From an optimization exercise on the open Yosys and OpenROAD flow, aimed at small area and a short achievable clock period; shortcuts taken in it are not production practice. Where RTL was checked, it was by simulation tests only, not by an equivalence proof against the original. No activity file was given, so power comes from the tool's default toggle rates.

==> flow/design.v <==
package data_mem_responder_pkg;
   localparam int ADDR_W_DEF = 6;
   localparam int DATA_W_DEF = 32;
   localparam int TAP_STEP   = 3;
endpackage
import data_mem_responder_pkg::*;
module data_mem_responder_array #(
   parameter int ADDR_W = ADDR_W_DEF,
   parameter int DATA_W = DATA_W_DEF
) (
   input  logic                   clk,
   input  logic [2**ADDR_W-1:0]   we_i,     
   input  logic [2**ADDR_W-1:0]   hold_i,   
   input  logic [DATA_W-1:0]      wdata_i,
   input  logic [2**ADDR_W/2-1:0] rsel_i,   
   output logic [DATA_W-1:0]      rdata_o
);
   localparam int N = 2**ADDR_W;
   logic [DATA_W-1:0] slot_q [N];
   logic [DATA_W-1:0] rd_pos, rd_neg;
   logic              rinv;      
   function automatic logic inverted(input int s);
      inverted = ((s / TAP_STEP + 1) % 2) == 1;
   endfunction
   for (genvar s = 0; s < N; s++) begin : g_slot
      if (s % TAP_STEP == 0) begin : g_tap
         logic [DATA_W-1:0] wd;
         assign wd = inverted(s) ? wdata_i : ~wdata_i;
         always_ff @(posedge clk)
            slot_q[s] <= ~(({DATA_W{we_i[s]}} & wd) | ({DATA_W{hold_i[s]}} & slot_q[(s + N - 1) % N]));
      end else begin : g_pass
         always_ff @(posedge clk)
            slot_q[s] <= slot_q[(s + N - 1) % N];
      end
   end
   always_comb begin
      rd_pos = '0;
      rd_neg = '0;
      rinv   = 1'b0;
      for (int k = 0; k < N/2; k++)
         if (inverted(2*k)) begin
            rd_neg = rd_neg | (slot_q[2*k] & {DATA_W{rsel_i[k]}});
            rinv   = rinv | rsel_i[k];
         end else begin
            rd_pos = rd_pos | (slot_q[2*k] & {DATA_W{rsel_i[k]}});
         end
   end
   assign rdata_o = rd_pos | ({DATA_W{rinv}} & ~rd_neg);
endmodule
import data_mem_responder_pkg::*;
module data_mem_responder #(
   parameter int ADDR_W      = ADDR_W_DEF,
   parameter int DATA_W      = DATA_W_DEF,
   parameter int WAIT_CYCLES = 2
) (
   input  logic                 clk,
   input  logic                 rst,
   input  logic                 req,
   input  logic                 we,
   input  logic [ADDR_W+1:0]    addr,
   input  logic [DATA_W-1:0]    wdata,
   output logic [DATA_W-1:0]    rdata,
   output logic                 ack,
   output logic                 err,
   output logic                 busy
);
   localparam int N = 2**ADDR_W;
   logic              busy_q, w1_q, ack_q, err_q;
   logic              we_q, mis_q;
   logic              st_q;        
   logic              pend_q;      
   logic [ADDR_W-1:0] phase_q, pos_q, pos_d;
   logic [ADDR_W-1:0] posn_q;          
   logic [N-1:0]      hit, nhit;
   logic              anyhit;
   logic [N/2-1:0]    rsel_q, rsel_d;  
   logic [DATA_W-1:0] buf_q;
   logic [DATA_W-1:0] rdata_q, ring_rdata;
   logic              accept, done, wr;
   assign accept = req & ~busy_q;
   assign done   = req & rst & w1_q;                  
   assign wr     = (done & st_q) | pend_q;            
   data_mem_responder_array #(.ADDR_W(ADDR_W), .DATA_W(DATA_W)) u_array (
      .clk     (clk),
      .we_i    (hit & {N{wr}}),
      .hold_i  (nhit | {N{~wr}}),
      .wdata_i (buf_q),
      .rsel_i  (rsel_q),
      .rdata_o (ring_rdata)
   );
   assign pos_d = accept ? (addr[ADDR_W+1:2] + phase_q) : (pos_q + 1'b1);
   always_comb begin
      anyhit = 1'b0;
      for (int s = 0; s < N; s++) begin
         hit[s]  = (s % TAP_STEP == 0) && (pos_q == ADDR_W'(s - 1));
         nhit[s] = !((s % TAP_STEP == 0) && (posn_q == ~ADDR_W'(s - 1)));
         anyhit  = anyhit | hit[s];
      end
      for (int k = 0; k < N/2; k++)
         rsel_d[k] = (pos_d == ADDR_W'(2*k));
   end
   always_ff @(posedge clk) begin
      phase_q  <= phase_q + 1'b1;
      pos_q    <= pos_d;
      posn_q   <= ~pos_d;
      rsel_q   <= rsel_d;
      pend_q   <= wr & ~anyhit;
      if (accept) begin
         we_q  <= we;
         mis_q <= (addr[1:0] != 2'b00);
         buf_q <= wdata;
      end else if (!we_q) begin
         buf_q <= ring_rdata;
      end
   end
   always_ff @(posedge clk) begin
      if (!rst) begin
         busy_q  <= 1'b0;
         w1_q    <= 1'b0;
         ack_q   <= 1'b0;
         st_q    <= 1'b0;
         err_q   <= 1'b0;
         rdata_q <= '0;
      end else begin
         busy_q <= req;
         w1_q   <= req & busy_q & ~w1_q & ~ack_q;
         ack_q  <= req & (w1_q | ack_q);
         st_q   <= req & (accept ? (we & (addr[1:0] == 2'b00)) : (st_q & ~w1_q & ~ack_q));
         if (done) begin
            err_q <= mis_q;
            if (mis_q) rdata_q <= '0;
            else if (!we_q) rdata_q <= pos_q[0] ? buf_q : ring_rdata;
         end else if (ack_q && !req) begin
            err_q <= 1'b0;
         end
      end
   end
   assign ack   = ack_q;
   assign busy  = busy_q;
   assign err   = err_q;
   assign rdata = rdata_q;
endmodule
export LEC_CHECK = 0
export CAP_MARGIN = 20
export CORE_MARGIN = 2
export CORE_UTILIZATION = 40
export SETUP_SLACK_MARGIN = 2.3
export SLEW_MARGIN = 20
create_clock -name core_clock -period 4.5 [get_ports {clk}]
run.sh (not shown) runs the stock make flow with config.mk's settings and CLKGATE_MAP_FILE= SYNTH_SCRIPT=/design/flow/synth_recipe.tcl, a recipe that flattens the netlist after the stock synthesis.
The first run completed with no timing, DRC or antenna violations.
Then changed:
--- a/flow/design.v
+++ b/flow/design.v
@@ -12,14 +12,14 @@
    input  logic [2**ADDR_W-1:0]   we_i,     
    input  logic [2**ADDR_W-1:0]   hold_i,   
    input  logic [DATA_W-1:0]      wdata_i,
    input  logic [2**ADDR_W/2-1:0] rsel_i,   
+   input  logic                   rinv_i,   
    output logic [DATA_W-1:0]      rdata_o
 );
    localparam int N = 2**ADDR_W;
    logic [DATA_W-1:0] slot_q [N];
    logic [DATA_W-1:0] rd_pos, rd_neg;
-   logic              rinv;      
    function automatic logic inverted(input int s);
       inverted = ((s / TAP_STEP + 1) % 2) == 1;
    endfunction
    for (genvar s = 0; s < N; s++) begin : g_slot
@@ -35,18 +35,13 @@
    end
    always_comb begin
       rd_pos = '0;
       rd_neg = '0;
-      rinv   = 1'b0;
       for (int k = 0; k < N/2; k++)
-         if (inverted(2*k)) begin
-            rd_neg = rd_neg | (slot_q[2*k] & {DATA_W{rsel_i[k]}});
-            rinv   = rinv | rsel_i[k];
-         end else begin
-            rd_pos = rd_pos | (slot_q[2*k] & {DATA_W{rsel_i[k]}});
-         end
+         if (inverted(2*k)) rd_neg = rd_neg | (slot_q[2*k] & {DATA_W{rsel_i[k]}});
+         else               rd_pos = rd_pos | (slot_q[2*k] & {DATA_W{rsel_i[k]}});
    end
-   assign rdata_o = rd_pos | ({DATA_W{rinv}} & ~rd_neg);
+   assign rdata_o = rd_pos | ({DATA_W{rinv_i}} & ~rd_neg);
 endmodule
 import data_mem_responder_pkg::*;
 module data_mem_responder #(
    parameter int ADDR_W      = ADDR_W_DEF,
@@ -68,44 +63,51 @@
    logic              busy_q, w1_q, ack_q, err_q;
    logic              we_q, mis_q;
    logic              st_q;        
    logic              pend_q;      
-   logic [ADDR_W-1:0] phase_q, pos_q, pos_d;
-   logic [ADDR_W-1:0] posn_q;          
-   logic [N-1:0]      hit, nhit;
-   logic              anyhit;
+   logic [ADDR_W-1:0] phase_q, pos_q, pos_d, npos2;
+   logic [N-1:0]      hit_q, nhit_q, hit_d;
+   logic              anyhit_q;
    logic [N/2-1:0]    rsel_q, rsel_d;  
+   logic              rinv_q, rinv_d;
    logic [DATA_W-1:0] buf_q;
    logic [DATA_W-1:0] rdata_q, ring_rdata;
    logic              accept, done, wr;
+   function automatic logic inverted(input int s);
+      inverted = ((s / TAP_STEP + 1) % 2) == 1;
+   endfunction
    assign accept = req & ~busy_q;
    assign done   = req & rst & w1_q;                  
    assign wr     = (done & st_q) | pend_q;            
    data_mem_responder_array #(.ADDR_W(ADDR_W), .DATA_W(DATA_W)) u_array (
       .clk     (clk),
-      .we_i    (hit & {N{wr}}),
-      .hold_i  (nhit | {N{~wr}}),
+      .we_i    (hit_q & {N{wr}}),
+      .hold_i  (nhit_q | {N{~wr}}),
       .wdata_i (buf_q),
       .rsel_i  (rsel_q),
+      .rinv_i  (rinv_q),
       .rdata_o (ring_rdata)
    );
    assign pos_d = accept ? (addr[ADDR_W+1:2] + phase_q) : (pos_q + 1'b1);
+   assign npos2 = pos_q + 2'd2;
    always_comb begin
-      anyhit = 1'b0;
-      for (int s = 0; s < N; s++) begin
-         hit[s]  = (s % TAP_STEP == 0) && (pos_q == ADDR_W'(s - 1));
-         nhit[s] = !((s % TAP_STEP == 0) && (posn_q == ~ADDR_W'(s - 1)));
-         anyhit  = anyhit | hit[s];
+      for (int s = 0; s < N; s++)
+         hit_d[s] = (s % TAP_STEP == 0) && (npos2 == ADDR_W'(s));
+      rinv_d = 1'b0;
+      for (int k = 0; k < N/2; k++) begin
+         rsel_d[k] = (pos_d == ADDR_W'(2*k));
+         if (inverted(2*k)) rinv_d = rinv_d | rsel_d[k];
       end
-      for (int k = 0; k < N/2; k++)
-         rsel_d[k] = (pos_d == ADDR_W'(2*k));
    end
    always_ff @(posedge clk) begin
       phase_q  <= phase_q + 1'b1;
       pos_q    <= pos_d;
-      posn_q   <= ~pos_d;
+      hit_q    <= hit_d;
+      nhit_q   <= ~hit_d;
+      anyhit_q <= |hit_d;
       rsel_q   <= rsel_d;
-      pend_q   <= wr & ~anyhit;
+      rinv_q   <= rinv_d;
+      pend_q   <= wr & ~anyhit_q;
       if (accept) begin
          we_q  <= we;
          mis_q <= (addr[1:0] != 2'b00);
          buf_q <= wdata;
The changed run produced a clean layout.
Routed wire length fell by 5.5%.
Setup slack is better by 0.018 ns.
Die area rose by 0.42%.
Total power fell by 2.9%.
Non-clock buffer count fell by 27.
Synthesized cell count rose by 1.0%.
Clock-buffer cell count rose by 20.
Area after synthesis rose by 0.42%.
Critical path depth rose by 4.
Utilization fell by 0.52 points.
Cell area fell by 0.83%.
Final cell count stays flat.
No functional check of the RTL was part of the first run of this note.

[separate check: timing with driven ports]
The results above use ideal ports. As a check the final layouts listed here were re-extracted and re-timed, cells and wires unchanged. Step 1, drivers: a clkbuf_16 drives clk and a buf_2 each remaining input, both assumed. Step 2, shift: input delay + t, output delay - t, t = (earliest + latest rising clock arrival at the registers) / 2. This alone moves slack from input paths to output paths. Three values: no drivers, after step 1, after step 2; two values: the first two.
run	t, ns	setup WS [ns]	worst setup path at the end	slew at the worst register clock pin (ns)
the first run	0.891	2.211 / 2.182 / 1.459	input to register	0.07 / 0.07
the second run	0.899	2.229 / 2.229 / 1.388	input to register	0.07 / 0.07
After both steps every run listed still meets setup and hold. The setup slack of the second run, which loses most, moves by 0.000 ns with the drivers and by -0.841 ns with both steps.
